What follows belongs to an exercise in optimizing a design on an open flow for small area, a short achievable clock period and few clock cycles per item; a production flow would make more cautious choices. Function was checked by simulation only, so behaviour that the tests miss may differ from the original. Power figures rest on the tool's default switching activity, not on a simulated workload.

// scalar_kalman_filter
module scalar_kalman_filter (
  input  logic                          clk_i,
  input  logic                          rst_ni,
  input  logic                          sample_valid_i,
  output logic                          sample_ready_o,
  input  logic [skf_pkg::SampleW-1:0]   sample_i,
  output logic                          estimate_valid_o,
  input  logic                          estimate_ready_i,
  output logic [skf_pkg::EstW-1:0]      estimate_o,
  input  logic                          cfg_valid_i,
  output logic                          cfg_ready_o,
  input  logic [skf_pkg::CfgIdxW-1:0]   cfg_index_i,
  input  logic [skf_pkg::CfgDataW-1:0]  cfg_data_i
);
  logic [31:0] q_q, r_q, p_q;
  logic [31:0] x_q;
  logic        out_valid_q;
  logic        bvalid_q;
  logic [15:0] b_q;
  localparam int S_IDLE = 0, S_DEN = 1, S_DIV = 2, S_ACC = 3, S_FIN = 4;
  logic [4:0]  pst_q;
  logic [3:0]  pcnt_q;
  logic [31:0] pp_q, den_q, rem_q;
  logic [24:0] qr_q;
  logic [34:0] a_q;        
  logic [20:0] us_q, uc_q;  
  logic        zero_q;
  logic        qvalid_q;    
  logic        conv_q;      
  logic        chk_q;       
  localparam logic [1:0] X_IDLE = 2'd0, X_MUL = 2'd1, X_FIN = 2'd2;
  logic [1:0]  xst_q;
  logic        xstep_q;     
  logic [32:0] d_q;
  logic [20:0] bsel_q;      
  logic        xfin_q;      
  logic [37:0] as_q, ac_q;  
  logic [11:0] ls_q, lc_q;  
  logic        cp_q;        
  logic [33:0] alu_a, alu_b, alu_s;
  logic [31:0] alu_sat;
  logic        alu_ci;
  logic [33:0] f_a, f_b, f_c, f_s, f_c2;
  assign f_a  = {2'b00, pp_q};
  ...
clock: 5.0 ns
lec_check: 0
abc_area: 0
cap_margin: 20
core_margin: 2
core_utilization: 40
setup_slack_margin: 1.4
slew_margin: 20
run.sh (not shown) runs the stock make flow with config.mk's settings and CLKGATE_MAP_FILE= SYNTH_SCRIPT=/design/flow/synth_recipe.tcl, a recipe that flattens the netlist after the stock synthesis.
The starting point completed, yet does not pass: setup timing.
Testbench counts at the start, summed over its fixed seeds: cycles 38,079, items 4,800.
Rerun with:
--- a/flow/config.mk
+++ b/flow/config.mk
@@ -10,4 +10,4 @@
 export CORE_MARGIN = 2
 export CORE_UTILIZATION = 40
-export SETUP_SLACK_MARGIN = 1.4
+export SETUP_SLACK_MARGIN = 1.1
 export SLEW_MARGIN = 20
What happened: The changed run finished but failed the layout checks on setup timing. Via count drops by 1.8%. Wire length drops by 2.2%. Clock skew barely changes. Register-to-register slack loses 0.04 ns. Final cell count drops by 0.93%. Utilization drops by 1.3 points.

* * *

scalar_kalman_filter again, from the RTL that the note above started with.
## scalar_kalman_filter
module scalar_kalman_filter (
  input  logic                          clk_i,
  input  logic                          rst_ni,
  input  logic                          sample_valid_i,
  output logic                          sample_ready_o,
  input  logic [skf_pkg::SampleW-1:0]   sample_i,
  output logic                          estimate_valid_o,
  input  logic                          estimate_ready_i,
  output logic [skf_pkg::EstW-1:0]      estimate_o,
  input  logic                          cfg_valid_i,
  output logic                          cfg_ready_o,
  input  logic [skf_pkg::CfgIdxW-1:0]   cfg_index_i,
  input  logic [skf_pkg::CfgDataW-1:0]  cfg_data_i
);
  logic [31:0] q_q, r_q, p_q;
  logic [31:0] x_q;
  logic        out_valid_q;
  logic        bvalid_q;
  logic [15:0] b_q;
  localparam int S_IDLE = 0, S_DEN = 1, S_DIV = 2, S_ACC = 3, S_FIN = 4;
  logic [4:0]  pst_q;
  logic [3:0]  pcnt_q;
  logic [31:0] pp_q, den_q, rem_q;
  logic [24:0] qr_q;
  logic [34:0] a_q;        
  logic [20:0] us_q, uc_q;  
  logic        zero_q;
  logic        qvalid_q;    
  logic        conv_q;      
  logic        chk_q;       
  localparam logic [1:0] X_IDLE = 2'd0, X_MUL = 2'd1, X_FIN = 2'd2;
  logic [1:0]  xst_q;
  logic        xstep_q;     
  logic [32:0] d_q;
  logic [20:0] bsel_q;      
  logic        xfin_q;      
  logic [37:0] as_q, ac_q;  
  logic [11:0] ls_q, lc_q;  
  logic        cp_q;        
  logic [33:0] alu_a, alu_b, alu_s;
  logic [31:0] alu_sat;
  logic        alu_ci;
  logic [33:0] f_a, f_b, f_c, f_s, f_c2;
  assign f_a  = {2'b00, pp_q};
  assign f_b  = ~{2'b00, us_q, a_q[34:24]};
  assign f_c  = ~{2'b00, uc_q, 11'd0};
  assign f_s  = f_a ^ f_b ^ f_c;
  assign f_c2 = {((f_a[32:0] & f_b[32:0]) | (f_a[32:0] & f_c[32:0]) | (f_b[32:0] & f_c[32:0])), 1'b1};
  ...
clock: 5.0 ns
lec_check: 0
abc_area: 1
cap_margin: 20
core_margin: 2
core_utilization: 40
setup_slack_margin: 1.3
slew_margin: 20
Testbench counts at the start, summed over its fixed seeds: cycles 38,079, items 4,800.
Then changed:
SETUP_SLACK_MARGIN = 0.7   (was 1.3)
Effect:
- The changed run produced a clean layout
- non-clock buffer count shrinks by 122
- clock skew grows by 0.0032 ns
- total power shrinks by a few percent
- utilization shrinks by 2.2 points
- die area stays the same
- synthesized cell count is unchanged
- final cell count shrinks slightly
- via count shrinks by a few percent
- sequential power is about the same
Then changed:
SETUP_SLACK_MARGIN = 1.2   (was 0.7)
After rerunning: The changed run completed without violations. Design area is higher by 4.1%. Fmax came out higher by 6.9%. Clock skew went up by 0.020 ns. Sequential cell count does not change. Count of clock-buffer cells in the layout went down by 3. Setup slack gains 0.27 ns. Critical path depth decreases by 13. Wire length increases by 0.99%. Register-to-register slack gains 0.27 ns. Final cell count climbs by 1.6%.
Then changed:
SETUP_SLACK_MARGIN = 0.9   (was 1.2)
Result: The changed run completed with no timing, DRC or antenna violations; sequential cell count is unchanged; hold slack loses 0.046 ns; design area is lower by a few percent; register-to-register slack loses 0.12 ns; via count is lower slightly; count of clock-buffer cells in the layout is higher by 3.

* * *

scalar_kalman_filter again, from the RTL that the note above started with.
make LEC_CHECK=0 ABC_AREA=1 CAP_MARGIN=20 CORE_MARGIN=2 CORE_UTILIZATION=40 SETUP_SLACK_MARGIN=0.3 SLEW_MARGIN=20 finish   # period 5.0 ns
The first run produced a clean layout.
Testbench counts at the start, summed over its fixed seeds: cycles 38,079, items 4,800.
Next try:
SETUP_SLACK_MARGIN = 1.1   (was 0.3)
Outcome: Die area stays the same. Final cell count grows by 1.4%. Clock skew is about the same.

-- static timing again, ports no longer ideal --
No port has a modelled driver above. Below, the same layouts with a new extraction and two added sets of constraints. Step 1: set_driving_cell puts a clkbuf_16 on clk_i and a buf_2 on each other input, an assumption about the parent block. Step 2 moves the port delays by t, midway between the first and last clock arrival at a register: inputs arrive t later, outputs are due t later. That takes back most of the time a late clock gives input paths. a / b / c = no drivers / after step 1 / after step 2; a / b = the first two.
run | t, ns | slack for setup (ns) | hold slack, ns | worst setup path after step 2 | slew at the worst register clock pin (ns)
the first run of note 1 | 0.760 | -0.200 / -0.200 / -0.200 | 0.252 / 0.243 / 0.447 | register to register | 0.07 / 0.07
the second run of note 1 | 0.752 | -0.237 / -0.237 / -0.237 | 0.347 / 0.316 / 0.447 | register to register | 0.07 / 0.07
the first run of note 2 | 0.710 | 1.156 / 1.156 / 1.156 | 0.351 / 0.321 / 0.429 | register to register | 0.06 / 0.06
the second run of note 2 | 0.702 | 0.826 / 0.826 / 0.826 | 0.429 / 0.405 / 0.431 | register to register | 0.06 / 0.06
the third run of note 2 | 0.699 | 1.095 / 1.095 / 1.095 | 0.435 / 0.435 / 0.435 | register to register | 0.07 / 0.07
the fourth run of note 2 | 0.704 | 0.974 / 0.974 / 0.974 | 0.388 / 0.364 / 0.435 | register to register | 0.07 / 0.07
the first run of note 3 | 0.704 | 0.608 / 0.608 / 0.608 | 0.430 / 0.408 / 0.430 | register to register | 0.06 / 0.06
the second run of note 3 | 0.699 | 1.135 / 1.135 / 1.135 | 0.402 / 0.379 / 0.428 | register to register | 0.07 / 0.07
